This design comes from an exercise in tuning for small area and a short achievable clock period on the open sky130 flow, not from production work.
Function was checked by simulation only, so behaviour that the tests miss may differ from the original.
No activity file was given, so power comes from the tool's default toggle rates.

File: design/flow/flow/run.sh
#!/bin/bash
# Layout flow: the standard ORFS flow (standard.sh: its synthesis, floorplan, power grid and
# tap cells unchanged) with two settings it does not expose:
#  - clock tree synthesis clusters up to 24 flip-flops per clkbuf_16 leaf and adds no dummy
#    balancing loads;
#  - every input and output port gets a buf_2 port buffer (the resizer still upsizes the ones
#    on critical paths) instead of the default delay-cell-sized buffer.
# make's full output goes to flow_make.log here; each ORFS step also keeps its own log under
# orfs/logs/.
set -euo pipefail
CTS="-sink_clustering_enable -repair_clock_nets -sink_clustering_size 24"
CTS="$CTS -sink_clustering_max_diameter 60 -buf_list sky130_fd_sc_hd__clkbuf_16 -dont_use_dummy_load"
bash standard.sh "CTS_ARGS=$CTS" "BUFFER_PORTS_ARGS=-buffer_cell sky130_fd_sc_hd__buf_2" finish \
    > flow_make.log 2>&1
File: design/flow/standard.sh
#!/bin/bash
# synth_recipe.tcl (not shown) runs the flow's synth.tcl, then flattens the netlist and writes it again
# the make line also repeats each setting of config.mk as NAME=value (left out here)
make -C /OpenROAD-flow-scripts/flow DESIGN_CONFIG=/design/flow/config.mk WORK_HOME=/design/flow/orfs CLKGATE_MAP_FILE= SYNTH_SCRIPT=/design/flow/synth_recipe.tcl "${@:-finish}"
File: design/flow/config.mk
export PLATFORM = sky130hd
export DESIGN_NAME = hansen_icache
export DESIGN_NICKNAME = hansen_icache
export VERILOG_FILES = /design/flow/design.v
export SDC_FILE = /design/flow/constraint.sdc
export NUM_CORES = 4
export LEC_CHECK = 0
export CAP_MARGIN = 20
export CORE_MARGIN = 2
export CORE_UTILIZATION = 60
export CTS_BUF_LIST = sky130_fd_sc_hd__clkbuf_16
export CTS_CLUSTER_DIAMETER = 60
export CTS_CLUSTER_SIZE = 24
export PLACE_DENSITY = 0.75
export SETUP_SLACK_MARGIN = 2.0
export SLEW_MARGIN = 20
export SYNTH_HIERARCHICAL = 1
export SYNTH_MINIMUM_KEEP_SIZE = 0
File: design/flow/constraint.sdc
create_clock -name core_clock -period 5.5 [get_ports {clk}]
set_input_delay 1.1000 -clock core_clock [delete_from_list [all_inputs] [get_ports {clk}]]
set_output_delay 1.1000 -clock core_clock [all_outputs]
set_load 0.01 [all_outputs]
File: design/flow/design.v
package hansen_icache_pkg;
    localparam int LINES    = 16;
    localparam int WORDS    = 4;
    localparam int OFFSET_W = 2;
    localparam int INDEX_W  = 4;
    localparam int TAG_W    = 24;
endpackage
module hansen_icache_aoi222 (input logic a1, a2, b1, b2, c1, c2, output logic y);
    assign y = !((a1 && a2) || (b1 && b2) || (c1 && c2));
endmodule
module hansen_icache_nand2 (input logic a, b, output logic y);
    assign y = !(a && b);
endmodule
module hansen_icache_nand3 (input logic a, b, c, output logic y);
    assign y = !(a && b && c);
endmodule
module hansen_icache_nand4 (input logic a, b, c, d, output logic y);
    assign y = !(a && b && c && d);
endmodule
module hansen_icache_nor2 (input logic a, b, output logic y);
    assign y = !(a || b);
endmodule
module hansen_icache_xnor2 (input logic a, b, output logic y);
    assign y = !(a ^ b);
endmodule
module hansen_icache_and3 (input logic a, b, c, output logic y);
    assign y = a && b && c;
endmodule
module hansen_icache_dec2 (input logic [1:0] a, output logic [3:0] y);
    assign y = 4'b0001 << a;
endmodule
module hansen_icache_rdbit (
    input  logic [63:0] sel,
    input  logic [63:0] d,
    output logic        y
);
    logic [21:0] t;    
    logic [5:0]  u;    
    logic [2:0]  v;
    for (genvar k = 0; k < 21; k++) begin : g_t
        hansen_icache_aoi222 u_t (.a1(sel[3*k]), .a2(d[3*k]), .b1(sel[3*k+1]), .b2(d[3*k+1]),
                                  .c1(sel[3*k+2]), .c2(d[3*k+2]), .y(t[k]));
    end
    hansen_icache_nand2 u_t21 (.a(sel[63]), .b(d[63]), .y(t[21]));
    for (genvar m = 0; m < 5; m++) begin : g_u
        hansen_icache_nand4 u_u (.a(t[4*m]), .b(t[4*m+1]), .c(t[4*m+2]), .d(t[4*m+3]), .y(u[m]));
    end
    hansen_icache_nand2 u_u5 (.a(t[20]), .b(t[21]), .y(u[5]));
    for (genvar n = 0; n < 3; n++) begin : g_v
        hansen_icache_nor2 u_v (.a(u[2*n]), .b(u[2*n+1]), .y(v[n]));
    end
    hansen_icache_nand3 u_y (.a(v[0]), .b(v[1]), .c(v[2]), .y(y));
endmodule
module hansen_icache_tagcmp (
    input  logic [23:0] stored,
    input  logic [23:0] tag,
    input  logic        vsel,
    output logic        y
);
    logic [23:0] eq;
    logic [5:0]  n;
    logic [2:0]  m;
    for (genvar j = 0; j < 24; j++) begin : g_eq
        hansen_icache_xnor2 u_eq (.a(stored[j]), .b(tag[j]), .y(eq[j]));
    end
    for (genvar k = 0; k < 6; k++) begin : g_n
        hansen_icache_nand4 u_n (.a(eq[4*k]), .b(eq[4*k+1]), .c(eq[4*k+2]), .d(eq[4*k+3]), .y(n[k]));
    end
    for (genvar k = 0; k < 3; k++) begin : g_m
        hansen_icache_nor2 u_m (.a(n[2*k]), .b(n[2*k+1]), .y(m[k]));
    end
    hansen_icache_nand4 u_y (.a(m[0]), .b(m[1]), .c(m[2]), .d(vsel), .y(y));
endmodule
module hansen_icache_data (
    input  logic        clk,
    input  logic [3:0]  rd_index,
    input  logic [1:0]  rd_offset,
    input  logic [23:0] rd_tag,
    input  logic [15:0] rd_valid,
    output logic [31:0] rd_data,
    output logic [1:0]  rd_miss,     
    input  logic        wr_en,
    input  logic [3:0]  wr_index,
    input  logic [1:0]  wr_offset,
    input  logic [31:0] wr_data,
    input  logic        tag_we,
    input  logic [23:0] wr_tag
);
    logic [31:0] data_mem [64];
    logic [23:0] tag_mem  [16];
    logic [63:0] word_sel [4];
    logic [15:0] vsel, line_hit_n;
    logic [3:0]  q;
    logic [3:0]  dec_w [4], dec_lo [4], dec_hi [4];
    for (genvar c = 0; c < 4; c++) begin : g_dec
        hansen_icache_dec2 u_dec_w  (.a(rd_offset),     .y(dec_w[c]));
        hansen_icache_dec2 u_dec_lo (.a(rd_index[1:0]), .y(dec_lo[c]));
        hansen_icache_dec2 u_dec_hi (.a(rd_index[3:2]), .y(dec_hi[c]));
        for (genvar i = 0; i < 16; i++) begin : g_sel
            for (genvar j = 0; j < 4; j++) begin : g_w
                hansen_icache_and3 u_wsel (.a(dec_w[c][j]), .b(dec_lo[c][i%4]), .c(dec_hi[c][i/4]),
                                           .y(word_sel[c][i*4+j]));
            end
        end
    end
    for (genvar i = 0; i < 16; i++) begin : g_vsel
        hansen_icache_and3 u_vsel (.a(rd_valid[i]), .b(dec_lo[0][i%4]), .c(dec_hi[0][i/4]), .y(vsel[i]));
    end
    for (genvar b = 0; b < 32; b++) begin : g_rd
        logic [63:0] d;
        for (genvar w = 0; w < 64; w++) begin : g_d
            assign d[w] = data_mem[w][b];
        end
        hansen_icache_rdbit u_bit (.sel(word_sel[b/8]), .d(d), .y(rd_data[b]));
    end
    for (genvar i = 0; i < 16; i++) begin : g_tag
        hansen_icache_tagcmp u_cmp (.stored(tag_mem[i]), .tag(rd_tag), .vsel(vsel[i]), .y(line_hit_n[i]));
    end
    for (genvar k = 0; k < 4; k++) begin : g_q
        hansen_icache_nand4 u_q (.a(line_hit_n[4*k]), .b(line_hit_n[4*k+1]), .c(line_hit_n[4*k+2]),
                                 .d(line_hit_n[4*k+3]), .y(q[k]));
    end
    hansen_icache_nor2 u_miss0 (.a(q[0]), .b(q[1]), .y(rd_miss[0]));
    hansen_icache_nor2 u_miss1 (.a(q[2]), .b(q[3]), .y(rd_miss[1]));
    always_ff @(posedge clk) begin
        for (int i = 0; i < 16; i++) begin
            for (int j = 0; j < 4; j++)
                if (wr_en && wr_index == 4'(i) && wr_offset == 2'(j))
                    data_mem[i*4+j] <= wr_data;
            if (tag_we && wr_index == 4'(i))
                tag_mem[i] <= wr_tag;
        end
    end
endmodule
module hansen_icache #(
    parameter int LINES      = 16,
    parameter int WORDS      = 4,
    parameter int MISS_CNT_W = 16
) (
    input  logic                  clk,
    input  logic                  reset_n,
    input  logic [31:0]           cpu_addr,
    output logic [31:0]           cpu_rdata,
    output logic                  cpu_hit,
    output logic                  cpu_stall,
    input  logic                  flush,
    output logic                  mem_req,
    output logic [31:0]           mem_addr,
    input  logic                  mem_ack,
    input  logic                  mem_rvalid,
    input  logic [31:0]           mem_rdata,
    output logic [MISS_CNT_W-1:0] miss_count
);
    logic        busy;
    logic [15:0] valid;
    logic [1:0]  beat;
    logic        flush_pending;
    logic [27:0] line_addr;
    logic [3:0]  fill_index;
    logic [1:0]  line_miss;
    logic        start_miss, filling, beat_wr, last_beat;
    logic [1:0]  unused_addr_bits;
    assign unused_addr_bits = cpu_addr[1:0];
    assign mem_addr   = {line_addr, 4'b0000};
    assign fill_index = line_addr[3:0];
    assign cpu_hit    = !(busy || (line_miss[0] && line_miss[1]));
    assign cpu_stall  = !cpu_hit;
    assign start_miss = !busy && line_miss[0] && line_miss[1] && !flush;
    assign filling    = busy && !mem_req;
    assign beat_wr    = filling && mem_rvalid;
    assign last_beat  = beat_wr && (beat == 2'd3);
    hansen_icache_data u_data (
        .clk       (clk),
        .rd_index  (cpu_addr[7:4]),
        .rd_offset (cpu_addr[3:2]),
        .rd_tag    (cpu_addr[31:8]),
        .rd_valid  (valid),
        .rd_data   (cpu_rdata),
        .rd_miss   (line_miss),
        .wr_en     (beat_wr),
        .wr_index  (fill_index),
        .wr_offset (beat),
        .wr_data   (mem_rdata),
        .tag_we    (last_beat),
        .wr_tag    (line_addr[27:4])
    );
    always_ff @(posedge clk or negedge reset_n) begin
        if (!reset_n) begin
            busy          <= 1'b0;
            valid         <= '0;
            mem_req       <= 1'b0;
            line_addr     <= '0;
            beat          <= '0;
            miss_count    <= '0;
            flush_pending <= 1'b0;
        end else begin
            if (start_miss) begin
                busy      <= 1'b1;
                mem_req   <= 1'b1;
                line_addr <= cpu_addr[31:4];
                if (miss_count != '1)
                    miss_count <= miss_count + MISS_CNT_W'(1);
            end
            if (mem_req && mem_ack) begin
                mem_req <= 1'b0;
                beat    <= '0;
            end
            if (beat_wr)
                beat <= beat + 2'd1;
            if (last_beat) begin
                busy              <= 1'b0;
                valid[fill_index] <= !flush_pending;
                flush_pending     <= 1'b0;
            end
            if (flush)
                valid <= '0;
            if (flush && busy && !last_beat)
                flush_pending <= 1'b1;
        end
    end
endmodule
==> impl_summary.log, run 1 <==
[metrics] top post-synthesis cells by count: edfxtp_1 (2432), a222oi_1 (672), xnor2_1 (388), nand4_1 (280), and3_1 (273)
[metrics] standby leakage power: 32.5 nW
[metrics] worst path bufs/invs: 3
[metrics] Skew-Pair Late Insertion Delay: 0.80 ns
[metrics] antenna-violating nets left: 0
[metrics] total I/O pin count: approximately 150
[metrics] initial cell density of the core: 0.604
[metrics] reg-to-reg slack, setup: 1.98 ns
[metrics] Die Ht: 395 um
[metrics] Post-Place Cells: 7024
[metrics] Worst path max stage delay: 0.51 ns
[metrics] Site Rows: approximately 140
[metrics] endpoint arrival time on the critical path: 3.21 ns
[metrics] ratio of final minimum period to clock period: 0.784
[metrics] worst reg2reg endpoint: u_data.data_mem[49][11]
[metrics] final critical path time including I/O delays and setup: between 4 and 5 ns
[metrics] detailed-route vias per instance: 7.13
[metrics] type of origin of the critical path: input pin
[metrics] final-layout fill cell count: 9409
[metrics] maximum frequency from static timing analysis: 0.232 GHz
[metrics] worst-case vdd ir drop: 362 uV
[metrics] Final Hold Fails: 0
[metrics] worst-path cell with the longest stage delay: a222oi_1
[metrics] Worst Setup Slack, final: roughly 1.2 ns
[metrics] Routed wire per std cell: between 30 and 40 um
[metrics] total vias in the final route: 52200
[metrics] count of different cell masters after synthesis: 60
[metrics] CTS tree: yes
[metrics] post-place setup slack: 0.166 ns
[metrics] Worst Path Max Fanout: 18
[metrics] number of enable flip-flop cells after synthesis: 2432
[metrics] filler-free cell count of the finished design: 7321
[metrics] area added between synthesis and finish: 12.8%
[metrics] min-delay worst type: in -> async
[metrics] hold buffer count at CTS: 0
[metrics] die boundary width: 395 um
[metrics] All-Layer GR Usage: 0.278
[metrics] DRC errors left: 0
[metrics] number of buffers created by CTS: 141
[metrics] Reg2Reg Launch Point: busy
[metrics] DPL Wire Length: 134 mm
[metrics] share of the core filled with cells: 0.681
[metrics] RSZ-0062 raised after global routing: yes
[metrics] average cell area after synthesis: between 15 and 20 um2
[metrics] number of antenna violations at the first check in global routing: 4
[metrics] Yosys top cell by area: edfxtp_1
[metrics] total congestion overflow: 0
[metrics] number of H-tree levels: 4
[metrics] cell chain of the critical path: buf_12 > nor2_2 > buf_6 > and3_2 > a222oi_1 > nand4_1 > nor2_2 > nand3_2 > buf_6
[metrics] power density cells: 346 nW/um2
[metrics] Sum Neg Setup Slack: 0 ns
[metrics] worst endpoint required time: 4.40 ns
[metrics] number of flip-flops and latches in the synthesized netlist: 2497
[metrics] Slew @ Worst Pin: 1.51 ns
[metrics] sequential-to-total area share from yosys stat: 0.815
[metrics] Power, Total: between 0.03 and 0.04 W
[metrics] Main synth FF type: edfxtp_1
[metrics] count of clock tree sinks: around 2500
[metrics] routability congestion estimate: 0.868
[metrics] warning count from the yosys run: 16
[metrics] clock edge transition at the registers on the reported setup and hold paths: 0.08 ns
[metrics] area of the mapped netlist: between 90000 and 100000 um2
[metrics] largest net degree at the start of global routing: 66
[metrics] Top Family by Delay on Critical Path: simple AND/OR/NAND/NOR gates
[metrics] share of synthesized flip-flops with an asynchronous set or reset: 0.0260
[metrics] Worst Clk Skew: around 0.075 ns
[metrics] largest cells by area after synthesis: edfxtp_1 (80%), a222oi_1 (7.3%), xnor2_1 (3.7%)
[metrics] global-route wire length before repair: 322 mm
[metrics] number of iterations in the first detailed-routing pass: 10
[metrics] final wirelength: roughly 230 mm
[metrics] layout net count: 5367
[metrics] number of port buffers: 145
[metrics] via count of the first global-routing pass: 49400
[metrics] clock tree root driver cell: clkbuf_16
[metrics] most frequent cell after synthesis: edfxtp_1
[metrics] area of the die: between 150000 and 200000 um2
[metrics] checks failing in the layout checks: capacitance limit, slew limit
[metrics] placeable core region: 152000 um2
[metrics] max-slew violation total from the final report: 23
[metrics] relative slew slack: -0.00408
[metrics] worst r2r path cells: 6
[metrics] Crit Path Class: in -> out
[metrics] MaxCap Viol Count: 1
[metrics] DRT iter0 DRCs: 9214
[metrics] maximum clock path buffer count: 3
[metrics] # setup viols final: 0
[metrics] fraction of final layout cells sized beyond drive strength 1: 0.185
[metrics] element type at the critical path end: output pin
[metrics] gate count after technology mapping: 4763
[metrics] top-area cell type share of the netlist area: 0.797
[metrics] result of the run: failed layout checks
-- metrics by stage --
step	instance area, um2	hold WS (ns)
2_1_floorplan	91700	0.478
3_3_place_gp	96100	0.504
3_5_place_dp	96100	0.503
4_1_cts	102000	0.413
5_1_grt	103000	0.466
6_report	103000	0.416
-- area by class of cell --
type / count / area (um2) / share of cell area
Antenna cell: 1 / 2.50 / 0.0000242
Clock buffer: 141 / 3530 / 0.0342
Inverter: 11 / 41.3 / 0.000400
Multi-Input combinational cell: 2253 / 19000 / 0.184
Sequential cell: 2497 / 74700 / 0.723
Tap cell: 2030 / 2540 / 0.0246
Timing Repair Buffer: 388 / 3470 / 0.0336
-- Yosys stat by module, one instance, submodules excluded, excerpt --
module	cells	cell area (um2)	times used
hansen_icache_dec2	4	26.3	12
hansen_icache_aoi222	1	10.0	672
hansen_icache_data	2552	73700	1
hansen_icache_xnor2	1	8.76	384
hansen_icache	317	3140	1
hansen_icache_and3	1	6.26	272
hansen_icache_nand4	1	6.26	276
hansen_icache_nand3	1	5.00	32
hansen_icache_nand2	1	3.75	64
hansen_icache_nor2	1	3.75	146
-- placed cells by master, fill, tap and decap left out, types with 89 or more instances in the layout --
cell type,netlist,routed
nor2_4,0,121
a222oi_1,672,672
edfxtp_1,2432,2432
nand2_1,161,161
nor2_1,252,89
nand4_1,280,280
buf_4,5,232
and3_4,0,127
clkbuf_16,0,148
xnor2_1,388,388
and3_1,273,103
-- state kept, by name, summed over array words and instances, names as in the netlist --
name	count
u_data.data_mem	2048
miss_count	16
flush_pending	1
beat	2
valid	16
line_addr	28
mem_req	1
busy	1
u_data.tag_mem	384
-- metal layers --
metal	wire length [um]	global-route usage	vias to the layer above
met2	112000	0.457	3629
met4	8330	0.0904	4
met3	25700	0.0543	495
met1	81900	0.380	26500
li1	-	-	21600
met5	60	0	-
-- timing repair --
action                                  4_1_cts  5_1_grt
pin swaps                                   277      159
gates cloned                                 22       18
endpoints found under the setup margin      198      497
gates resized for setup                     561       74
hold endpoints to repair                      0        0
buffers inserted                             31       78
-- power by group --
| part | total (W) | switching, W | internal, W |
|---|---|---|---|
| clock network | 0.0101 | 0.00549 | 0.00456 |
| logic | 0.00309 | 0.00219 | 0.000897 |
| registers | 0.0226 | 0.000684 | 0.0219 |
-- how the worst max path moves through the flow --
stage	start	end	slack, ns	depth (start not counted)
global placement	cpu_addr[6]	cpu_rdata[18]	0.33	8
global route	cpu_addr[5]	cpu_rdata[19]	1.20	10
finish	cpu_addr[4]	cpu_rdata[7]	1.19	9
CTS	cpu_addr[7]	cpu_rdata[18]	1.28	8
floorplan	mem_rvalid	u_data.data_mem[19][0]	1.54	7
detailed placement	cpu_addr[6]	cpu_rdata[18]	0.17	8
-- kinds of logic (layout without fill, tap and decap cells) --
group	count (synthesis)	count (layout)	share of synthesized area
simple gates	1108	1132	0.0665
buf+inv	40	540	0.00221
flops	2497	2497	0.815
fa+ha+maj	6	6	0.000820
compound gates	706	706	0.0762
other cells	1	5	0.0000409
xor+xnor	396	396	0.0379
mux	9	9	0.00108
==> run 2, diff against run 1 <==
==> design/flow/config.mk (replaced) <==
export PLATFORM = sky130hd
export DESIGN_NAME = hansen_icache
export DESIGN_NICKNAME = hansen_icache
export VERILOG_FILES = /design/flow/design.v
export SDC_FILE = /design/flow/constraint.sdc
export NUM_CORES = 4
export LEC_CHECK = 0
export CAP_MARGIN = 30
export CORE_MARGIN = 2
export CORE_UTILIZATION = 60
export PLACE_DENSITY = 0.75
export SETUP_SLACK_MARGIN = 2.0
export SLEW_MARGIN = 30
export SYNTH_HIERARCHICAL = 1
export SYNTH_MINIMUM_KEEP_SIZE = 0
==> run 2 against run 1 <==
The run now finishes clean. Critical path depth did not move. Fmax fell by 0.71%. Sequential power barely moved. Hold slack got worse by 0.11 ns. Setup slack got worse by 0.031 ns. Power fell by 0.29%. Flip-flop and latch count did not move. Core utilization barely moved. Non-clock buffer count fell by 51. Synthesized cell count did not move. Critical path type unchanged. Critical endpoint is now cpu_rdata[18].
==> impl_summary.log, run 2 <==
[metrics] Fin Hold WS: 0.307 ns (was 0.416 ns)
[metrics] Main synth FF type: edfxtp_1 (unchanged)
[metrics] Sum Neg Setup Slack: 0 ns (unchanged)
[metrics] Routed wire per std cell: 31.0 um (was 31.1 um)
[metrics] DPL Wire Length: 135 mm (was 134 mm)
[metrics] Worst Path Max Fanout: 7 (was 18)
[metrics] max-slew violation total from the final report: 0 (was 23)
[metrics] Die Ht: 395 um (unchanged)
[metrics] number of buffers created by CTS: 142 (was 141)
[metrics] global-route wire length before repair: 321 mm (was 322 mm)
[metrics] number of antenna violations at the first check in global routing: 6 (was 4)
[metrics] number of flip-flops in the largest register: 2048 (unchanged)
[metrics] number of flip-flops and latches in the synthesized netlist: 2497 (unchanged)
[metrics] CTS tree: yes (unchanged)
[metrics] number of port buffers: 145 (unchanged)
[metrics] maximum clock path buffer count: 3 (unchanged)
[metrics] hold buffer count at CTS: 0 (unchanged)
[metrics] commonest cells after routing, fill and taps aside: edfxtp_1 (2432), a222oi_1 (672), xnor2_1 (388) (unchanged)
[metrics] RSZ-0062 raised after global routing: yes (unchanged)
[metrics] Slew @ Worst Pin: 0.945 ns (was 1.51 ns)
[metrics] largest net degree at the start of global routing: 66 (unchanged)
[metrics] gate count after technology mapping: 4763 (unchanged)
[metrics] sequential-to-total area share from yosys stat: 0.815 (unchanged)
[metrics] element type at the critical path end: output pin (unchanged)
[metrics] Reg2Reg Launch Point: beat[0] (was busy)
[metrics] worst-case vdd ir drop: 401 uV (was 362 uV)
[metrics] layout net count: 5310 (was 5367)
[metrics] most frequent cell after synthesis: edfxtp_1 (unchanged)
[metrics] Yosys top cell by area: edfxtp_1 (unchanged)
[metrics] fraction of final layout cells sized beyond drive strength 1: 0.180 (was 0.185)
[metrics] Final Hold Fails: 0 (unchanged)
[metrics] clock tree root driver cell: clkbuf_16 (unchanged)
[metrics] worst r2r path cells: 6 (unchanged)
[metrics] area added between synthesis and finish: 12.7% (was 12.8%)
[metrics] antenna-violating nets left: 0 (unchanged)
[metrics] DRC errors left: 0 (unchanged)
[metrics] largest registers: u_data.data_mem x2048, u_data.tag_mem x384, line_addr x28 (unchanged)
[metrics] Skew-Pair Late Insertion Delay: 0.79 ns (was 0.80 ns)
[metrics] detailed-route vias per instance: 7.10 (was 7.13)
[metrics] relative slew slack: 0.370 (was -0.00408)
[metrics] top post-synthesis cells by count: edfxtp_1 (2432), a222oi_1 (672), xnor2_1 (388), nand4_1 (280), and3_1 (273) (unchanged)
[metrics] number of iterations in the first detailed-routing pass: 14 (was 10)
[metrics] endpoint arrival time on the critical path: 3.24 ns (was 3.21 ns)
[metrics] commonest non-fill, non-tap cell in the layout: edfxtp_1 (unchanged)
[metrics] type of origin of the critical path: input pin (unchanged)
[metrics] final critical path time including I/O delays and setup: 4.34 ns (was 4.31 ns)
[metrics] standby leakage power: 32.4 nW (was 32.5 nW)
[metrics] via count of the first global-routing pass: 49100 (was 49400)
[metrics] count of different cell masters after synthesis: 60 (unchanged)
[metrics] clock edge transition at the registers on the reported setup and hold paths: 0.09 ns (was 0.08 ns)
[metrics] routability congestion estimate: 0.868 (unchanged)
[metrics] Crit Path Class: in -> out (unchanged)
[metrics] Top reg by flops: u_data.data_mem (unchanged)
[metrics] launch point of the critical path: cpu_addr[5] (was cpu_addr[4])
[metrics] Worst Clk Skew: 0.0722 ns (was 0.0753 ns)
[metrics] area of the mapped netlist: 91600 um2 (unchanged)
[metrics] worst reg2reg endpoint: u_data.tag_mem[2][9] (was u_data.data_mem[49][11])
[metrics] Site Rows: 143 (unchanged)
[metrics] placeable core region: 152000 um2 (unchanged)
[metrics] power density cells: 345 nW/um2 (was 346 nW/um2)
[metrics] warning count from the yosys run: 16 (unchanged)
[metrics] reg-to-reg slack, setup: 2.11 ns (was 1.98 ns)
[metrics] result of the run: finished clean (was failed layout checks)
[metrics] average cell area after synthesis: 19.2 um2 (unchanged)
[metrics] capturing element of the worst setup path: cpu_rdata[18] (was cpu_rdata[7])
[metrics] All-Layer GR Usage: 0.278 (about the same)
[metrics] area of the die: 156000 um2 (unchanged)
[metrics] final wirelength: 225 mm (was 228 mm)
[metrics] die boundary width: 395 um (unchanged)
[metrics] count of clock tree sinks: 2497 (unchanged)
[metrics] total vias in the final route: 51600 (was 52200)
[metrics] MaxCap Viol Count: 0 (was 1)
[metrics] DRT iter0 DRCs: 8909 (was 9214)
[metrics] share of synthesized flip-flops with an asynchronous set or reset: 0.0260 (unchanged)
[metrics] largest cells by area after synthesis: edfxtp_1 (80%), a222oi_1 (7.3%), xnor2_1 (3.7%) (unchanged)
[metrics] ratio of final minimum period to clock period: 0.790 (was 0.784)
[metrics] number of H-tree levels: 4 (unchanged)
[metrics] worst endpoint required time: 4.40 ns (about the same)
[metrics] maximum frequency from static timing analysis: 0.230 GHz (was 0.232 GHz)
[metrics] total congestion overflow: 0 (unchanged)
[metrics] number of enable flip-flop cells after synthesis: 2432 (unchanged)
[metrics] total I/O pin count: 152 (unchanged)
[metrics] top-area cell type share of the netlist area: 0.797 (unchanged)
[metrics] # setup viols final: 0 (unchanged)
[metrics] initial cell density of the core: 0.604 (unchanged)
[metrics] min-delay worst type: in -> async (unchanged)
run 2: cell counts after synthesis:
Identical to the previous run, type by type.
run 2: power by group:
group | total [W] | switching, W | internal (W)
logic | 0.00299 | 0.00211 | 0.000880
clock network | 0.0100 | 0.00545 | 0.00459
registers | 0.0226 | 0.000687 | 0.0219
run 2: cell type report:
cell class	count	area, um2
Clock buffer	142	3550
Fill cell	9377	48500
Multi-Input combinational cell	2246	19000
Tap cell	2030	2540
Inverter	11	41.3
Antenna cell	3	7.51
Timing Repair Buffer	337	3370
Sequential cell	2497	74700
run 2: stage by stage:
stage / setup slack, ns / total power, W / util / instance area [um2] / std cells
floorplan: 1.54 / 0.0239 / - / 91700 / 4766
CTS: 1.26 / 0.0355 / 0.675 / 102000 / 7227
finish: 1.16 / 0.0356 / 0.680 / 103000 / 7266
global placement: 0.329 / 0.0255 / 0.633 / 96100 / 7020
detailed placement: 0.175 / 0.0257 / 0.637 / 96600 / 7041
global route: 1.20 / 0.0366 / 0.680 / 103000 / 7264
run 2: timing repair:
item,CTS,global route
cloned,19,13
setup endpoints to repair,73,230
pin swaps,262,162
buffers inserted,25,23
gates resized for setup,573,100
run 2: worst min-delay path by stage:
stage,from,endpoint,cells after the start
after detailed placement,valid[0],valid[0],2
final,reset_n,miss_count[10],1
after global routing,reset_n,miss_count[10],1
after global placement,miss_count[13],miss_count[13],1
after CTS,reset_n,miss_count[13],1
after floorplan,valid[0],valid[0],2
run 2: cells by family (layout without fill, tap and decap cells):
logic type / count (synthesis) / after routing / share of synthesized area
flip-flops: 2497 / 2497 / 0.815
AND/OR/NAND/NOR: 1108 / 1125 / 0.0665
AO/OA/AOI/OAI: 706 / 706 / 0.0762
XOR/XNOR: 396 / 396 / 0.0379
buffers and inverters: 40 / 490 / 0.00221
multiplexers: 9 / 9 / 0.00108
adder cells (fa/ha/maj): 6 / 6 / 0.000820
other: 1 / 7 / 0.0000409
run 2: critical path: stages:
cell and delay [ns]:
buf_16 0.13, nor2b_4 0.13, buf_6 0.13, and3_4 0.17, a222oi_1 0.56, nand4_1 0.37
nor2_4 0.35, nand3_4 0.14, buf_6 0.14
run 2: layer usage:
layer / up-vias / part of all wire / GRT usage
met4: 0 / 0.031 / 0.0850
met2: 3467 / 0.49 / 0.454
met1: 26200 / 0.36 / 0.383
li1: 21500 / - / -
met3: 404 / 0.12 / 0.0533
met5: - / 0 / 0
run 2: modules after synthesis (local to each module, per instance), a selection:
module / flip-flops and latches / cell area [um2] / cells inside / times used
hansen_icache_nand2: 0 / 3.75 / 1 / 64
hansen_icache_nand4: 0 / 6.26 / 1 / 276
hansen_icache_aoi222: 0 / 10.0 / 1 / 672
hansen_icache_dec2: 0 / 26.3 / 4 / 12
hansen_icache_xnor2: 0 / 8.76 / 1 / 384
hansen_icache_data: 2432 / 73700 / 2552 / 1
hansen_icache_nand3: 0 / 5.00 / 1 / 32
hansen_icache_nor2: 0 / 3.75 / 1 / 146
==> run 3, diff against run 2 <==
==> design/flow/flow/run.sh (replaced) <==
#!/bin/bash
# Layout flow: the standard ORFS flow (standard.sh: its synthesis, floorplan, power grid and
# tap cells unchanged) with two settings it does not expose:
#  - clock tree synthesis clusters up to 30 flip-flops per clkbuf_16 leaf and adds no dummy
#    balancing loads;
#  - every input and output port gets a buf_2 port buffer (the resizer still upsizes the ones
#    on critical paths) instead of the default delay-cell-sized buffer.
# make's full output goes to flow_make.log here; each ORFS step also keeps its own log under
# orfs/logs/.
set -euo pipefail
CTS="-sink_clustering_enable -repair_clock_nets -sink_clustering_size 30"
CTS="$CTS -sink_clustering_max_diameter 60 -buf_list sky130_fd_sc_hd__clkbuf_16 -dont_use_dummy_load"
bash standard.sh "CTS_ARGS=$CTS" "BUFFER_PORTS_ARGS=-buffer_cell sky130_fd_sc_hd__buf_2" finish \
    > flow_make.log 2>&1
==> run 3 against run 2 <==
Power fell by 0.77%. Global-route usage barely moved. Critical endpoint is now cpu_rdata[5]. Largest cell class unchanged. Flip-flop and latch count did not move. Largest power group unchanged. Highest routed layer is now met5.
==> impl_summary.log, run 3 <==
[metrics] detailed-route vias per instance: 7.11 (was 7.10)
[metrics] element type at the critical path end: output pin (unchanged)
[metrics] Die Ht: 395 um (unchanged)
[metrics] top-area cell type share of the netlist area: 0.797 (unchanged)
[metrics] Skew-Pair Late Insertion Delay: 0.81 ns (was 0.79 ns)
[metrics] All-Layer GR Usage: 0.277 (was 0.278)
[metrics] MaxCap Viol Count: 0 (unchanged)
[metrics] largest net degree at the start of global routing: 66 (unchanged)
[metrics] via count of the first global-routing pass: 49400 (was 49100)
[metrics] share of the core filled with cells: 0.679 (was 0.680)
[metrics] Worst Path Max Fanout: 20 (was 7)
[metrics] type of origin of the critical path: input pin (unchanged)
[metrics] number of antenna violations at the first check in global routing: 6 (unchanged)
[metrics] global-route wire length before repair: 320 mm (was 321 mm)
[metrics] hold buffer count at CTS: 0 (unchanged)
[metrics] worst-path cell with the longest stage delay: a222oi_1 (unchanged)
[metrics] endpoint arrival time on the critical path: 3.20 ns (was 3.24 ns)
[metrics] maximum frequency from static timing analysis: 0.233 GHz (was 0.230 GHz)
[metrics] initial cell density of the core: 0.604 (unchanged)
[metrics] CTS tree: yes (unchanged)
[metrics] worst reg2reg endpoint: u_data.tag_mem[2][9] (unchanged)
[metrics] Worst path max stage delay: 0.61 ns (was 0.56 ns)
[metrics] max-slew violation total from the final report: 0 (unchanged)
[metrics] reg-to-reg slack, setup: 2.14 ns (was 2.11 ns)
[metrics] Worst Clk Skew: 0.0853 ns (was 0.0722 ns)
[metrics] clock edge transition at the registers on the reported setup and hold paths: 0.09 ns (about the same)
[metrics] Slew @ Worst Pin: 0.916 ns (was 0.945 ns)
[metrics] DPL Wire Length: 135 mm (unchanged)
[metrics] filler-free cell count of the finished design: 7270 (was 7266)
[metrics] placeable core region: 152000 um2 (unchanged)
[metrics] Main synth FF type: edfxtp_1 (unchanged)
[metrics] number of iterations in the first detailed-routing pass: 9 (was 14)
[metrics] number of flip-flops and latches in the synthesized netlist: 2497 (unchanged)
[metrics] DRC errors left: 0 (unchanged)
[metrics] relative slew slack: 0.389 (was 0.370)
[metrics] power density cells: 343 nW/um2 (was 345 nW/um2)
[metrics] capturing element of the worst setup path: cpu_rdata[5] (was cpu_rdata[18])
[metrics] area of the die: 156000 um2 (unchanged)
[metrics] largest registers: u_data.data_mem x2048, u_data.tag_mem x384, line_addr x28 (unchanged)
[metrics] Site Rows: 143 (unchanged)
[metrics] final std cell area, no fill: 103000 um2 (about the same)
[metrics] number of port buffers: 145 (unchanged)
[metrics] average cell area after synthesis: 19.2 um2 (unchanged)
[metrics] Placement Cell Area: 96600 um2 (unchanged)
[metrics] total vias in the final route: 51700 (was 51600)
[metrics] commonest cells after routing, fill and taps aside: edfxtp_1 (2432), a222oi_1 (672), xnor2_1 (388) (unchanged)
[metrics] clock tree root driver cell: clkbuf_16 (unchanged)
[metrics] layout net count: 5310 (unchanged)
[metrics] number of enable flip-flop cells after synthesis: 2432 (unchanged)
[metrics] share of synthesized flip-flops with an asynchronous set or reset: 0.0260 (unchanged)
[metrics] most frequent cell after synthesis: edfxtp_1 (unchanged)
[metrics] maximum clock path buffer count: 3 (unchanged)
[metrics] sequential-to-total area share from yosys stat: 0.815 (unchanged)
[metrics] number of buffers created by CTS: 135 (was 142)
[metrics] standby leakage power: 32.3 nW (was 32.4 nW)
[metrics] Reg2Reg Launch Point: beat[0] (unchanged)
[metrics] Top reg by flops: u_data.data_mem (unchanged)
[metrics] launch point of the critical path: cpu_addr[4] (was cpu_addr[5])
[metrics] total I/O pin count: 152 (unchanged)
[metrics] ratio of final minimum period to clock period: 0.781 (was 0.790)
[metrics] area added between synthesis and finish: 12.6% (was 12.7%)
[metrics] number of flip-flops in the largest register: 2048 (unchanged)
[metrics] Final Hold Fails: 0 (unchanged)
[metrics] worst endpoint required time: 4.40 ns (about the same)
[metrics] DRT iter0 DRCs: 8980 (was 8909)
[metrics] Yosys top cell by area: edfxtp_1 (unchanged)
[metrics] Sum Neg Setup Slack: 0 ns (unchanged)
[metrics] antenna-violating nets left: 0 (unchanged)
[metrics] top post-synthesis cells by count: edfxtp_1 (2432), a222oi_1 (672), xnor2_1 (388), nand4_1 (280), and3_1 (273) (unchanged)
[metrics] min-delay worst type: in -> async (unchanged)
[metrics] RSZ-0062 raised after global routing: yes (unchanged)
[metrics] gate count after technology mapping: 4763 (unchanged)
[metrics] area of the mapped netlist: 91600 um2 (unchanged)
[metrics] count of clock tree sinks: 2497 (unchanged)
[metrics] warning count from the yosys run: 16 (unchanged)
[metrics] routability congestion estimate: 0.868 (unchanged)
[metrics] # setup viols final: 0 (unchanged)
[metrics] worst r2r path cells: 6 (unchanged)
[metrics] count of different cell masters after synthesis: 60 (unchanged)
[metrics] Routed wire per std cell: 31.0 um (about the same)
[metrics] Post-Place Cells: 7041 (unchanged)
[metrics] Crit Path Class: in -> out (unchanged)
[metrics] die boundary width: 395 um (unchanged)
[metrics] commonest non-fill, non-tap cell in the layout: edfxtp_1 (unchanged)
[metrics] cell chain of the critical path: buf_16 > and2_4 > and3_4 > a222oi_1 > nand4_1 > nor2_4 > nand3_2 > buf_2 (was buf_16 > nor2b_4 > buf_6 > and3_4 > a222oi_1 > nand4_1 > nor2_4 > nand3_4 > buf_6)
[metrics] final critical path time including I/O delays and setup: 4.30 ns (was 4.34 ns)
[metrics] fraction of final layout cells sized beyond drive strength 1: 0.180 (about the same)
[metrics] final wirelength: 225 mm (about the same)
[metrics] largest cells by area after synthesis: edfxtp_1 (80%), a222oi_1 (7.3%), xnor2_1 (3.7%) (unchanged)
[metrics] worst-case vdd ir drop: 361 uV (was 401 uV)
[metrics] number of H-tree levels: 4 (unchanged)
[metrics] result of the run: finished clean (unchanged)
[metrics] total congestion overflow: 0 (unchanged)
-- run 3: cell counts after synthesis --
No cell type changed its count.
-- run 3: worst min path at each step --
stage / cells after the start / endpoint / start / slack [ns]
after global placement: 1 / miss_count[13] / miss_count[13] / 0.50
after global routing: 1 / miss_count[10] / reset_n / 0.31
after CTS: 1 / miss_count[13] / reset_n / 0.41
final: 1 / miss_count[11] / reset_n / 0.30
after detailed placement: 2 / valid[0] / valid[0] / 0.50
after floorplan: 2 / valid[0] / valid[0] / 0.48
-- run 3: kinds of logic (layout without fill, tap and decap cells) --
| kind of cell | count (synthesis) | in the layout | synth area share |
|---|---|---|---|
| AO/OA/AOI/OAI | 706 | 706 | 0.0762 |
| other | 1 | 11 | 0.0000409 |
| XOR/XNOR | 396 | 396 | 0.0379 |
| adder cells (fa/ha/maj) | 6 | 6 | 0.000820 |
| multiplexers | 9 | 9 | 0.00108 |
| buffers and inverters | 40 | 487 | 0.00221 |
| flip-flops | 2497 | 2497 | 0.815 |
| AND/OR/NAND/NOR | 1108 | 1128 | 0.0665 |
-- run 3: routing by layer --
layer	wire length (um)	part of all wire	up-vias	GRT usage
met4	6800	0.030	2	0.0813
met1	80900	0.36	26300	0.378
met2	112000	0.49	3436	0.459
li1	-	-	21500	-
met3	26100	0.12	396	0.0533
met5	14	0.000062	-	0
-- run 3: final cells by class --
class,count,area (um2)
inverters,11,41.3
flip-flops and latches,2497,74700
multi-input cells,2249,19100
fillers,9404,48600
well taps,2030,2540
clock buffers,135,3380
repair buffers,341,3390
diodes,7,17.5
-- run 3: worst max-delay path, delay by kind of cell --
family / cells / cell delay [ns]
buffers and inverters: 2 / 0.31
and+or+nand+nor: 5 / 1.14
AOI/OAI and AO/OA: 1 / 0.61
-- run 3: per-module statistics from Yosys, one instance, submodules excluded, excerpt --
module                cells  flip-flops and latches  area [um2]  times used
hansen_icache           317                      65        3140           1
hansen_icache_and3        1                       0        6.26         272
hansen_icache_aoi222      1                       0        10.0         672
hansen_icache_data     2552                    2432       73700           1
hansen_icache_dec2        4                       0        26.3          12
hansen_icache_nand2       1                       0        3.75          64
hansen_icache_nand3       1                       0        5.00          32
hansen_icache_nand4       1                       0        6.26         276
hansen_icache_nor2        1                       0        3.75         146
hansen_icache_xnor2       1                       0        8.76         384
-- run 3: timing repair --
| item | in CTS | in global routing |
|---|---|---|
| setup endpoints to repair | 72 | 193 |
| gates cloned | 19 | 17 |
| buffers inserted | 24 | 27 |
| resized for setup | 573 | 113 |
| pin swaps | 271 | 174 |
-- run 3: power by group --
group | internal, W | switching, W | total, W | leakage (nW)
Combinational | 0.000883 | 0.00211 | 0.00299 | 7.89
Sequential | 0.0219 | 0.000689 | 0.0226 | 22.7
Clock | 0.00437 | 0.00539 | 0.00976 | 1.66
Total | 0.0271 | 0.00819 | 0.0353 | 32.3
-- run 3: per-stage QoR --
stage	setup slack, ns	power [W]	hold slack, ns
floorplan	1.54	0.0239	0.478
global placement	0.329	0.0255	0.504
detailed placement	0.175	0.0257	0.503
CTS	1.26	0.0352	0.407
global route	1.23	0.0363	0.314
finish	1.20	0.0353	0.301
==> run 4, diff against run 3 <==
--- a/design/flow/config.mk
+++ b/design/flow/config.mk
@@ -8,6 +8,7 @@
 export CAP_MARGIN = 30
 export CORE_MARGIN = 2
 export CORE_UTILIZATION = 60
+export GPL_ROUTABILITY_DRIVEN = 0
 export PLACE_DENSITY = 0.75
 export SETUP_SLACK_MARGIN = 2.0
 export SLEW_MARGIN = 30
==> run 4 against run 3 <==
Still clean on timing, DRC and antenna. Fmax is the same. Register-to-register slack is essentially flat. Combinational power is essentially flat. Via count is the same. Critical path depth is the same. Setup slack is the same. Area after synthesis is the same. Cell count is the same. Global-route usage is the same. Die area is the same. Flip-flop and latch count is the same. Critical endpoint unchanged.
==> impl_summary.log, run 4 <==
[metrics] total congestion overflow: 0 (unchanged)
[metrics] layout net count: 5310 (unchanged)
[metrics] initial cell density of the core: 0.604 (unchanged)
[metrics] DRC errors left: 0 (unchanged)
[metrics] Worst Clk Skew: 0.0853 ns (unchanged)
[metrics] Sum Neg Setup Slack: 0 ns (unchanged)
[metrics] area of the mapped netlist: 91600 um2 (unchanged)
[metrics] count of clock tree sinks: 2497 (unchanged)
[metrics] max-slew violation total from the final report: 0 (unchanged)
[metrics] DRT iter0 DRCs: 8980 (unchanged)
[metrics] Final Hold Fails: 0 (unchanged)
[metrics] number of antenna violations at the first check in global routing: 6 (unchanged)
[metrics] Slew @ Worst Pin: 0.916 ns (unchanged)
[metrics] Post-Place Cells: 7041 (unchanged)
[metrics] number of buffers created by CTS: 135 (unchanged)
[metrics] DPL Wire Length: 135 mm (unchanged)
[metrics] Main synth FF type: edfxtp_1 (unchanged)
[metrics] result of the run: finished clean (unchanged)
[metrics] count of different cell masters after synthesis: 60 (unchanged)
[metrics] antenna-violating nets left: 0 (unchanged)
[metrics] share of synthesized flip-flops with an asynchronous set or reset: 0.0260 (unchanged)
[metrics] maximum frequency from static timing analysis: 0.233 GHz (unchanged)
[metrics] Site Rows: 143 (unchanged)
[metrics] top-area cell type share of the netlist area: 0.797 (unchanged)
[metrics] endpoint arrival time on the critical path: 3.20 ns (about the same)
[metrics] number of iterations in the first detailed-routing pass: 9 (unchanged)
[metrics] die boundary width: 395 um (unchanged)
[metrics] All-Layer GR Usage: 0.277 (unchanged)
[metrics] min-delay worst type: in -> async (unchanged)
[metrics] largest cells by area after synthesis: edfxtp_1 (80%), a222oi_1 (7.3%), xnor2_1 (3.7%) (unchanged)
[metrics] CTS tree: yes (unchanged)
[metrics] fraction of final layout cells sized beyond drive strength 1: 0.180 (unchanged)
[metrics] Crit Path Class: in -> out (unchanged)
[metrics] global-route wire length before repair: 320 mm (unchanged)
[metrics] relative slew slack: 0.389 (unchanged)
[metrics] total vias in the final route: 51700 (unchanged)
[metrics] largest registers: u_data.data_mem x2048, u_data.tag_mem x384, line_addr x28 (unchanged)
[metrics] final critical path time including I/O delays and setup: 4.30 ns (unchanged)
[metrics] largest net degree at the start of global routing: 66 (unchanged)
[metrics] placeable core region: 152000 um2 (unchanged)
[metrics] clock tree root driver cell: clkbuf_16 (unchanged)
[metrics] Yosys top cell by area: edfxtp_1 (unchanged)
[metrics] number of port buffers: 145 (unchanged)
[metrics] commonest non-fill, non-tap cell in the layout: edfxtp_1 (unchanged)
[metrics] area of the die: 156000 um2 (unchanged)
[metrics] # setup viols final: 0 (unchanged)
[metrics] maximum clock path buffer count: 3 (unchanged)
[metrics] type of origin of the critical path: input pin (unchanged)
[metrics] detailed-route vias per instance: 7.11 (unchanged)
[metrics] area added between synthesis and finish: 12.6% (unchanged)
[metrics] MaxCap Viol Count: 0 (unchanged)
[metrics] power density cells: 343 nW/um2 (unchanged)
[metrics] warning count from the yosys run: 16 (unchanged)
[metrics] total I/O pin count: 152 (unchanged)
[metrics] top post-synthesis cells by count: edfxtp_1 (2432), a222oi_1 (672), xnor2_1 (388), nand4_1 (280), and3_1 (273) (unchanged)
[metrics] Top reg by flops: u_data.data_mem (unchanged)
[metrics] number of H-tree levels: 4 (unchanged)
[metrics] standby leakage power: 32.3 nW (unchanged)
[metrics] element type at the critical path end: output pin (unchanged)
[metrics] most frequent cell after synthesis: edfxtp_1 (unchanged)
[metrics] worst endpoint required time: 4.40 ns (about the same)
[metrics] number of enable flip-flop cells after synthesis: 2432 (unchanged)
[metrics] worst-case vdd ir drop: 361 uV (unchanged)
[metrics] commonest cells after routing, fill and taps aside: edfxtp_1 (2432), a222oi_1 (672), xnor2_1 (388) (unchanged)
[metrics] final wirelength: 225 mm (unchanged)
[metrics] Skew-Pair Late Insertion Delay: 0.81 ns (about the same)
[metrics] Routed wire per std cell: 31.0 um (unchanged)
[metrics] filler-free cell count of the finished design: 7270 (unchanged)
[metrics] RSZ-0062 raised after global routing: yes (unchanged)
[metrics] number of flip-flops and latches in the synthesized netlist: 2497 (unchanged)
[metrics] gate count after technology mapping: 4763 (unchanged)
[metrics] via count of the first global-routing pass: 49400 (unchanged)
[metrics] clock edge transition at the registers on the reported setup and hold paths: 0.09 ns (about the same)
[metrics] average cell area after synthesis: 19.2 um2 (unchanged)
[metrics] sequential-to-total area share from yosys stat: 0.815 (unchanged)
[metrics] Worst Path Max Fanout: 20 (unchanged)
[metrics] Die Ht: 395 um (unchanged)
[metrics] ratio of final minimum period to clock period: 0.781 (unchanged)
[metrics] number of flip-flops in the largest register: 2048 (unchanged)
==> run 4: layout make-up <==
cell class | instances | area [um2]
diodes | 7 | 17.5
clock buffers | 135 | 3380
fillers | 9404 | 48600
inverters | 11 | 41.3
multi-input cells | 2249 | 19100
flip-flops and latches | 2497 | 74700
well taps | 2030 | 2540
repair buffers | 341 | 3390
==> run 4: where the power goes <==
part           switching, W  internal, W  total [W]
logic               0.00211     0.000883    0.00299
clock network       0.00539      0.00437    0.00976
registers          0.000689       0.0219     0.0226
total               0.00819       0.0271     0.0353
==> run 4: critical path, cell delays in order <==
cell and delay (ns):
buf_16 0.15, and2_4 0.26, and3_4 0.23, a222oi_1 0.61
nand4_1 0.30, nor2_4 0.23, nand3_2 0.12, buf_2 0.16
==> run 4: final timing paths <==
| check | start | cells past startpoint | end | slack (ns) |
|---|---|---|---|---|
| min reg2reg | valid[0] | 2 | valid[0] | 0.52 |
| max in group asynchronous | reset_n | 1 | line_addr[10] | 4.70 |
| max reg2reg | beat[0] | 6 | u_data.tag_mem[2][9] | 2.14 |
| min | reset_n | 1 | miss_count[11] | 0.30 |
| max | cpu_addr[4] | 8 | cpu_rdata[5] | 1.20 |
| min in group core_clock | mem_ack | 2 | mem_req | 0.49 |
==> run 4: Yosys stat by module (local to each module, per instance), a selection <==
module                cells  times used  flip-flops and latches
hansen_icache_aoi222      1         672                       0
hansen_icache_nor2        1         146                       0
hansen_icache           317           1                      65
hansen_icache_nand2       1          64                       0
hansen_icache_nand4       1         276                       0
hansen_icache_dec2        4          12                       0
hansen_icache_and3        1         272                       0
hansen_icache_xnor2       1         384                       0
hansen_icache_nand3       1          32                       0
hansen_icache_data     2552           1                    2432
==> run 4: metal layers <==
metal	wire length [um]	vias to the layer above	global-route usage
met3	26100	396	0.0533
met2	112000	3436	0.459
met5	14	-	0
li1	-	21500	-
met4	6800	2	0.0813
met1	80900	26300	0.378
==> run 4: kinds of logic (layout without fill, tap and decap cells) <==
family | after synthesis | in the layout | share of synthesized area
AO/OA/AOI/OAI | 706 | 706 | 0.0762
XOR/XNOR | 396 | 396 | 0.0379
multiplexers | 9 | 9 | 0.00108
flip-flops | 2497 | 2497 | 0.815
other | 1 | 11 | 0.0000409
buffers and inverters | 40 | 487 | 0.00221
AND/OR/NAND/NOR | 1108 | 1128 | 0.0665
adder cells (fa/ha/maj) | 6 | 6 | 0.000820
==> run 4: timing repair <==
item,in CTS,in global routing
resized for setup,573,113
setup buffers,24,27
cloned,19,17
endpoints found under the setup margin,72,193
hold buffers,0,0
pin swaps,271,174
==> run 4: stage by stage <==
| stage | hold slack, ns | cell area (um2) | setup slack (ns) | power [W] | util |
|---|---|---|---|---|---|
| after global placement | 0.504 | 96100 | 0.329 | 0.0255 | 0.633 |
| final | 0.301 | 103000 | 1.20 | 0.0353 | 0.679 |
| after CTS | 0.407 | 102000 | 1.26 | 0.0352 | 0.673 |
| after global routing | 0.314 | 103000 | 1.23 | 0.0363 | 0.679 |
| after detailed placement | 0.503 | 96600 | 0.175 | 0.0257 | 0.637 |
| after floorplan | 0.478 | 91700 | 1.54 | 0.0239 | - |
==> run 5, diff against run 4 <==
--- a/design/flow/config.mk
+++ b/design/flow/config.mk
@@ -8,9 +8,8 @@
 export CAP_MARGIN = 30
 export CORE_MARGIN = 2
 export CORE_UTILIZATION = 60
-export GPL_ROUTABILITY_DRIVEN = 0
 export PLACE_DENSITY = 0.75
-export SETUP_SLACK_MARGIN = 2.0
+export SETUP_SLACK_MARGIN = 3.0
 export SLEW_MARGIN = 30
 export SYNTH_HIERARCHICAL = 1
 export SYNTH_MINIMUM_KEEP_SIZE = 0
==> run 5 against run 4 <==
Setup slack lost 0.022 ns. Highest routed layer unchanged. Clock skew increased by 0.0039 ns. Still clean on timing, DRC and antenna. Final area up 3.6%. Synthesized cell count unchanged. Die area stayed put. Core utilization increased by 2.4 points. Routed wire length grew 14%. Sequential power decreased by 2%. Global-route usage increased by 4.5 points.
==> impl_summary.log, run 5 <==
[metrics] area added between synthesis and finish: 16.6% (was 12.6%)
[metrics] global-route wire length before repair: 362 mm (was 320 mm)
[metrics] min-delay worst type: in -> async (unchanged)
[metrics] DRT iter0 DRCs: 11000 (was 8980)
[metrics] largest net degree at the start of global routing: 66 (unchanged)
[metrics] detailed-route vias per instance: 7.25 (was 7.11)
[metrics] maximum frequency from static timing analysis: 0.231 GHz (was 0.233 GHz)
[metrics] Routed wire per std cell: 34.2 um (was 31.0 um)
[metrics] antenna-violating nets left: 0 (unchanged)
[metrics] relative slew slack: 0.364 (was 0.389)
[metrics] standby leakage power: 33.9 nW (was 32.3 nW)
[metrics] via count of the first global-routing pass: 51900 (was 49400)
[metrics] type of origin of the critical path: input pin (unchanged)
[metrics] count of clock tree sinks: 2497 (unchanged)
[metrics] Worst Setup Slack, final: 1.18 ns (was 1.20 ns)
[metrics] Worst Path Max Fanout: 8 (was 20)
[metrics] final wirelength: 258 mm (was 225 mm)
[metrics] area of the mapped netlist: 91600 um2 (unchanged)
[metrics] number of port buffers: 145 (unchanged)
[metrics] number of iterations in the first detailed-routing pass: 12 (was 9)
[metrics] worst endpoint required time: 4.40 ns (about the same)
[metrics] Slew @ Worst Pin: 0.954 ns (was 0.916 ns)
[metrics] DRC errors left: 0 (unchanged)
[metrics] endpoint arrival time on the critical path: 3.22 ns (was 3.20 ns)
[metrics] fraction of final layout cells sized beyond drive strength 1: 0.239 (was 0.180)
[metrics] max-slew violation total from the final report: 0 (unchanged)
[metrics] number of H-tree levels: 4 (unchanged)
[metrics] Yosys top cell by area: edfxtp_1 (unchanged)
[metrics] element type at the critical path end: output pin (unchanged)
[metrics] top post-synthesis cells by count: edfxtp_1 (2432), a222oi_1 (672), xnor2_1 (388), nand4_1 (280), and3_1 (273) (unchanged)
[metrics] hold buffer count at CTS: 0 (unchanged)
[metrics] Sum Neg Setup Slack: 0 ns (unchanged)
[metrics] worst-case vdd ir drop: 316 uV (was 361 uV)
[metrics] total I/O pin count: 152 (unchanged)
[metrics] routability congestion estimate: 0.871
[metrics] most frequent cell after synthesis: edfxtp_1 (unchanged)
[metrics] largest cells by area after synthesis: edfxtp_1 (80%), a222oi_1 (7.3%), xnor2_1 (3.7%) (unchanged)
[metrics] MaxCap Viol Count: 0 (unchanged)
[metrics] number of antenna violations at the first check in global routing: 9 (was 6)
[metrics] CTS tree: yes (unchanged)
[metrics] number of flip-flops and latches in the synthesized netlist: 2497 (unchanged)
[metrics] number of buffers created by CTS: 135 (unchanged)
[metrics] Top reg by flops: u_data.data_mem (unchanged)
[metrics] layout net count: 5571 (was 5310)
[metrics] warning count from the yosys run: 16 (unchanged)
[metrics] total congestion overflow: 0 (unchanged)
[metrics] RSZ-0062 raised after global routing: yes (unchanged)
[metrics] count of different cell masters after synthesis: 60 (unchanged)
[metrics] Crit Path Class: in -> out (unchanged)
[metrics] DPL Wire Length: 144 mm (was 135 mm)
[metrics] Main synth FF type: edfxtp_1 (unchanged)
[metrics] share of synthesized flip-flops with an asynchronous set or reset: 0.0260 (unchanged)
[metrics] gate count after technology mapping: 4763 (unchanged)
[metrics] largest registers: u_data.data_mem x2048, u_data.tag_mem x384, line_addr x28 (unchanged)
[metrics] Final Hold Fails: 0 (unchanged)
[metrics] result of the run: finished clean (unchanged)
[metrics] All-Layer GR Usage: 0.322 (was 0.277)
[metrics] maximum clock path buffer count: 3 (unchanged)
[metrics] clock edge transition at the registers on the reported setup and hold paths: 0.07 ns (was 0.09 ns)
[metrics] number of flip-flops in the largest register: 2048 (unchanged)
[metrics] number of enable flip-flop cells after synthesis: 2432 (unchanged)
[metrics] Site Rows: 143 (unchanged)
[metrics] Die Ht: 395 um (unchanged)
[metrics] Worst Clk Skew: 0.0892 ns (was 0.0853 ns)
[metrics] total vias in the final route: 54600 (was 51700)
[metrics] # setup viols final: 0 (unchanged)
[metrics] top-area cell type share of the netlist area: 0.797 (unchanged)
[metrics] Skew-Pair Late Insertion Delay: 0.79 ns (was 0.81 ns)
[metrics] clock tree root driver cell: clkbuf_16 (unchanged)
[metrics] sequential-to-total area share from yosys stat: 0.815 (unchanged)
[metrics] post-place setup slack: 0.382 ns (was 0.175 ns)
[metrics] die boundary width: 395 um (unchanged)
[metrics] commonest cells after routing, fill and taps aside: edfxtp_1 (2432), a222oi_1 (672), xnor2_1 (387) (was edfxtp_1 (2432), a222oi_1 (672), xnor2_1 (388))
[metrics] initial cell density of the core: 0.604 (unchanged)
[metrics] average cell area after synthesis: 19.2 um2 (unchanged)
[metrics] final critical path time including I/O delays and setup: 4.32 ns (was 4.30 ns)
[metrics] area of the die: 156000 um2 (unchanged)
[metrics] power density cells: 343 nW/um2 (about the same)
[metrics] commonest non-fill, non-tap cell in the layout: edfxtp_1 (unchanged)
[metrics] ratio of final minimum period to clock period: 0.785 (was 0.781)
[metrics] placeable core region: 152000 um2 (unchanged)
run 5: worst paths after layout:
path,endpoint,slack [ns],cells after the start,from
max,cpu_rdata[24],1.18,9,cpu_addr[7]
min,line_addr[14],0.32,1,reset_n
max reg2reg,line_addr[7],2.61,18,u_data.tag_mem[10][23]
min reg2reg,valid[2],0.54,1,valid[2]
max in group asynchronous,line_addr[7],4.60,1,reset_n
min in group core_clock,valid[2],0.54,1,valid[2]
run 5: area by class of cell:
class | count | area (um2)
Multi-Input combinational cell | 2267 | 19800
Inverter | 11 | 46.3
Antenna cell | 5 | 12.5
Fill cell | 9065 | 45000
Timing Repair Buffer | 584 | 6270
Clock buffer | 135 | 3380
Sequential cell | 2497 | 74700
Tap cell | 2030 | 2540
run 5: cells by family after synthesis:
family / Yosys count / share of synthesized area
AO/OA/AOI/OAI: 706 / 0.0762
XOR/XNOR: 396 / 0.0379
adder cells (fa/ha/maj): 6 / 0.000820
buffers and inverters: 40 / 0.00221
flip-flops: 2497 / 0.815
multiplexers: 9 / 0.00108
other: 1 / 0.0000409
AND/OR/NAND/NOR: 1108 / 0.0665
run 5: power by group:
group / switching (W) / internal [W]
clock: 0.00551 / 0.00437
sequential: 0.000278 / 0.0219
combinational: 0.00304 / 0.00151
run 5: per-layer routing:
| layer | global-route usage | up-vias | share of wire | routed length, um |
|---|---|---|---|---|
| met2 | 0.501 | 4231 | 0.47 | 121000 |
| met1 | 0.445 | 27700 | 0.35 | 90300 |
| met3 | 0.0759 | 578 | 0.13 | 34800 |
| met5 | 0.00708 | - | 0.00072 | 185 |
| met4 | 0.130 | 6 | 0.046 | 11900 |
| li1 | - | 22100 | - | - |
run 5: timing repair:
item | in CTS | in global routing
endpoints found under the setup margin | 2281 | 563
pin swaps | 319 | 200
hold endpoints to repair | 0 | 0
resized for setup | 482 | 154
gates cloned | 48 | 10
setup buffers | 250 | 54
run 5: stage by stage:
| step | hold WS [ns] | std cells | total power (W) | cell area (um2) | util |
|---|---|---|---|---|---|
| finish | 0.317 | 7529 | 0.0366 | 107000 | 0.704 |
| CTS | 0.428 | 7460 | 0.0363 | 106000 | 0.695 |
| global placement | 0.498 | 7026 | 0.0257 | 97400 | 0.642 |
| detailed placement | 0.501 | 7027 | 0.0258 | 97400 | 0.642 |
| global route | 0.336 | 7526 | 0.0375 | 107000 | 0.703 |
| floorplan | 0.478 | 4766 | 0.0242 | 93300 | - |
run 5: per-module statistics from Yosys, one instance, submodules excluded, a selection:
module / area (um2) / flops+latches / times used / cells inside
hansen_icache: 3140 / 65 / 1 / 317
hansen_icache_and3: 6.26 / 0 / 272 / 1
hansen_icache_aoi222: 10.0 / 0 / 672 / 1
hansen_icache_data: 73700 / 2432 / 1 / 2552
hansen_icache_dec2: 26.3 / 0 / 12 / 4
hansen_icache_nand2: 3.75 / 0 / 64 / 1
hansen_icache_nand3: 5.00 / 0 / 32 / 1
hansen_icache_nand4: 6.26 / 0 / 276 / 1
hansen_icache_nor2: 3.75 / 0 / 146 / 1
hansen_icache_xnor2: 8.76 / 0 / 384 / 1
run 5: critical path, stage by stage:
cell	delay, ns
buf_16	0.15
buf_8	0.16
nor2b_4	0.17
and3_4	0.23
a222oi_1	0.52
nand4_1	0.32
nor2_2	0.27
nand3_2	0.13
buf_2	0.16
==> run 6, diff against run 5 <==
--- a/design/flow/config.mk
+++ b/design/flow/config.mk
@@ -7,9 +7,9 @@
 export LEC_CHECK = 0
 export CAP_MARGIN = 30
 export CORE_MARGIN = 2
-export CORE_UTILIZATION = 60
-export PLACE_DENSITY = 0.75
-export SETUP_SLACK_MARGIN = 3.0
+export CORE_UTILIZATION = 65
+export PLACE_DENSITY = 0.8
+export SETUP_SLACK_MARGIN = 2.0
 export SLEW_MARGIN = 30
 export SYNTH_HIERARCHICAL = 1
 export SYNTH_MINIMUM_KEEP_SIZE = 0
==> run 6 against run 5 <==
Critical path depth did not move. First-iteration DRC count increased by 4.4%. Setup slack got worse by 0.16 ns. Critical path type unchanged. Largest power group unchanged. Highest routed layer unchanged.
==> impl_summary.log, run 6 <==
[metrics] Crit Path Class: in -> out (unchanged)
[metrics] clock tree root driver cell: clkbuf_16 (unchanged)
[metrics] MaxCap Viol Count: 0 (unchanged)
[metrics] largest cells by area after synthesis: edfxtp_1 (80%), a222oi_1 (7.3%), xnor2_1 (3.7%) (unchanged)
[metrics] DPL Wire Length: 143 mm (was 144 mm)
[metrics] Slew @ Worst Pin: 1.05 ns (was 0.954 ns)
[metrics] worst path bufs/invs: 3 (unchanged)
[metrics] worst endpoint required time: 4.40 ns (about the same)
[metrics] average cell area after synthesis: 19.2 um2 (unchanged)
[metrics] min-delay worst type: in -> async (unchanged)
[metrics] global-route wire length before repair: 336 mm (was 362 mm)
[metrics] area of the die: 144000 um2 (was 156000 um2)
[metrics] result of the run: finished clean (unchanged)
[metrics] Site Rows: 137 (was 143)
[metrics] Routed wire per std cell: 34.4 um (was 34.2 um)
[metrics] top-area cell type share of the netlist area: 0.797 (unchanged)
[metrics] number of enable flip-flop cells after synthesis: 2432 (unchanged)
[metrics] cell chain of the critical path: buf_16 > buf_8 > and2b_4 > and3_4 > a222oi_1 > nand4_1 > nor2_2 > nand3_4 > buf_2 (was buf_16 > buf_8 > nor2b_4 > and3_4 > a222oi_1 > nand4_1 > nor2_2 > nand3_2 > buf_2)
[metrics] number of port buffers: 145 (unchanged)
[metrics] total vias in the final route: 53600 (was 54600)
[metrics] final critical path time including I/O delays and setup: 4.48 ns (was 4.32 ns)
[metrics] die boundary width: 379 um (was 395 um)
[metrics] via count of the first global-routing pass: 50300 (was 51900)
[metrics] clock edge transition at the registers on the reported setup and hold paths: 0.06 ns (was 0.07 ns)
[metrics] filler-free cell count of the finished design: 7131 (was 7529)
[metrics] commonest cells after routing, fill and taps aside: edfxtp_1 (2432), a222oi_1 (672), xnor2_1 (387) (unchanged)
[metrics] number of flip-flops and latches in the synthesized netlist: 2497 (unchanged)
[metrics] standby leakage power: 32.3 nW (was 33.9 nW)
[metrics] reg-to-reg slack, setup: 2.15 ns (was 2.61 ns)
[metrics] Main synth FF type: edfxtp_1 (unchanged)
[metrics] Die Ht: 379 um (was 395 um)
[metrics] max-slew violation total from the final report: 0 (unchanged)
[metrics] Worst path max stage delay: 0.62 ns (was 0.52 ns)
[metrics] worst-case vdd ir drop: 560 uV (was 316 uV)
[metrics] Skew-Pair Late Insertion Delay: 0.81 ns (was 0.79 ns)
[metrics] area added between synthesis and finish: 12.4% (was 16.6%)
[metrics] Top reg by flops: u_data.data_mem (unchanged)
[metrics] number of buffers created by CTS: 132 (was 135)
[metrics] total I/O pin count: 152 (unchanged)
[metrics] Worst Path Max Fanout: 8 (unchanged)
[metrics] share of synthesized flip-flops with an asynchronous set or reset: 0.0260 (unchanged)
[metrics] initial cell density of the core: 0.656 (was 0.604)
[metrics] maximum clock path buffer count: 3 (unchanged)
[metrics] layout net count: 5327 (was 5571)
[metrics] # setup viols final: 0 (unchanged)
[metrics] number of H-tree levels: 4 (unchanged)
[metrics] sequential-to-total area share from yosys stat: 0.815 (unchanged)
[metrics] endpoint arrival time on the critical path: 3.38 ns (was 3.22 ns)
[metrics] ratio of final minimum period to clock period: 0.815 (was 0.785)
[metrics] count of clock tree sinks: 2497 (unchanged)
[metrics] number of antenna violations at the first check in global routing: 7 (was 9)
[metrics] Reg2Reg Launch Point: busy (was u_data.tag_mem[10][23])
[metrics] total congestion overflow: 0 (unchanged)
[metrics] relative slew slack: 0.299 (was 0.364)
[metrics] power density cells: 343 nW/um2 (about the same)
[metrics] area of the mapped netlist: 91600 um2 (unchanged)
[metrics] Top Family by Delay on Critical Path: simple AND/OR/NAND/NOR gates (unchanged)
[metrics] Fin Hold WS: 0.169 ns (was 0.317 ns)
[metrics] worst r2r path cells: 7 (was 18)
[metrics] Power, Total: 0.0354 W (was 0.0366 W)
[metrics] DRT iter0 DRCs: 11500 (was 11000)
[metrics] warning count from the yosys run: 16 (unchanged)
[metrics] number of iterations in the first detailed-routing pass: 13 (was 12)
[metrics] element type at the critical path end: output pin (unchanged)
[metrics] Yosys top cell by area: edfxtp_1 (unchanged)
[metrics] routability congestion estimate: 0.871 (about the same)
[metrics] Final Hold Fails: 0 (unchanged)
[metrics] largest registers: u_data.data_mem x2048, u_data.tag_mem x384, line_addr x28 (unchanged)
[metrics] largest net degree at the start of global routing: 65 (was 66)
[metrics] Post-Place Cells: 6904 (was 7027)
[metrics] CTS tree: yes (unchanged)
[metrics] final std cell area, no fill: 103000 um2 (was 107000 um2)
[metrics] RSZ-0062 raised after global routing: yes (unchanged)
[metrics] gate count after technology mapping: 4763 (unchanged)
[metrics] Sum Neg Setup Slack: 0 ns (unchanged)
[metrics] detailed-route vias per instance: 7.52 (was 7.25)
[metrics] worst reg2reg endpoint: u_data.data_mem[51][10] (was line_addr[7])
[metrics] final wirelength: 246 mm (was 258 mm)
[metrics] DRC errors left: 0 (unchanged)
[metrics] top post-synthesis cells by count: edfxtp_1 (2432), a222oi_1 (672), xnor2_1 (388), nand4_1 (280), and3_1 (273) (unchanged)
[metrics] placeable core region: 140000 um2 (was 152000 um2)
[metrics] fraction of final layout cells sized beyond drive strength 1: 0.190 (was 0.239)
[metrics] count of different cell masters after synthesis: 60 (unchanged)
[metrics] most frequent cell after synthesis: edfxtp_1 (unchanged)
[metrics] Worst Clk Skew: 0.0768 ns (was 0.0892 ns)
[metrics] antenna-violating nets left: 0 (unchanged)
[metrics] commonest non-fill, non-tap cell in the layout: edfxtp_1 (unchanged)
[metrics] All-Layer GR Usage: 0.325 (was 0.322)
[metrics] worst-path cell with the longest stage delay: a222oi_1 (unchanged)
[metrics] maximum frequency from static timing analysis: 0.223 GHz (was 0.231 GHz)
[metrics] Placement Cell Area: 96400 um2 (was 97400 um2)
[metrics] type of origin of the critical path: input pin (unchanged)
[metrics] number of flip-flops in the largest register: 2048 (unchanged)
==> run 6: per-layer routing <==
metal,wire [um],up-vias,global-route usage,share of wire
met1,80700,26400,0.435,0.33
li1,-,21500,-,-
met5,33,-,0,0.00013
met3,34000,745,0.0682,0.14
met4,14700,6,0.164,0.060
met2,116000,4879,0.515,0.47
==> run 6: layout make-up <==
cell class                 instances  area (um2)
clock buffer                     132        3300
timing repair buffer             363        3370
sequential                      2497       74700
multi-input combinational       2247       19200
inverter                          11        41.3
antenna                            5        12.5
fill                            7492       36800
tap                             1876        2350
==> run 6: worst max path at each step <==
stage,startpoint,endpoint,cells past startpoint
2_1_floorplan,mem_rvalid,u_data.data_mem[19][0],7
3_3_place_gp,cpu_addr[5],cpu_rdata[12],8
3_5_place_dp,cpu_addr[7],cpu_rdata[7],8
4_1_cts,cpu_addr[5],cpu_rdata[3],9
5_1_grt,cpu_addr[4],cpu_rdata[20],10
6_report,cpu_addr[7],cpu_rdata[18],9
==> run 6: report_power, final <==
group / internal, W / switching [W] / total (W)
Sequential: 0.0219 / 0.000697 / 0.0226
Combinational: 0.000886 / 0.00219 / 0.00308
Clock: 0.00428 / 0.00540 / 0.00969
Total: 0.0271 / 0.00829 / 0.0354
==> run 6: per-stage QoR <==
step                      setup WS, ns   util
after CTS                         1.13  0.726
after floorplan                   1.54      -
after detailed placement         0.295  0.690
final                             1.02  0.737
after global routing              1.07  0.737
after global placement           0.438  0.689
==> run 6: logic make-up after synthesis <==
family | after synthesis | share of synthesized area
simple gates | 1108 | 0.0665
flops | 2497 | 0.815
buf+inv | 40 | 0.00221
fa+ha+maj | 6 | 0.000820
xor+xnor | 396 | 0.0379
other cells | 1 | 0.0000409
compound gates | 706 | 0.0762
mux | 9 | 0.00108
==> run 6: modules after synthesis (local to each module, per instance), excerpt <==
module	times used	flops+latches	cells	cell area, um2
hansen_icache	1	65	317	3140
hansen_icache_nand2	64	0	1	3.75
hansen_icache_nor2	146	0	1	3.75
hansen_icache_dec2	12	0	4	26.3
hansen_icache_nand4	276	0	1	6.26
hansen_icache_and3	272	0	1	6.26
hansen_icache_data	1	2432	2552	73700
hansen_icache_nand3	32	0	1	5.00
hansen_icache_aoi222	672	0	1	10.0
hansen_icache_xnor2	384	0	1	8.76
==> run 6: timing repair <==
item	4_1_cts	5_1_grt
setup endpoints to repair	69	109
buffers inserted	23	30
resized for setup	489	255
pin swaps	255	235
cloned	14	20
hold buffers	0	0

Setup slack of run 6, layout unchanged: 1.018 ns with ideal ports, 0.724 ns with driving cells assumed (clock clkbuf_16, inputs buf_2), 0.724 ns with port delays also shifted by the 0.857 ns mid clock arrival.
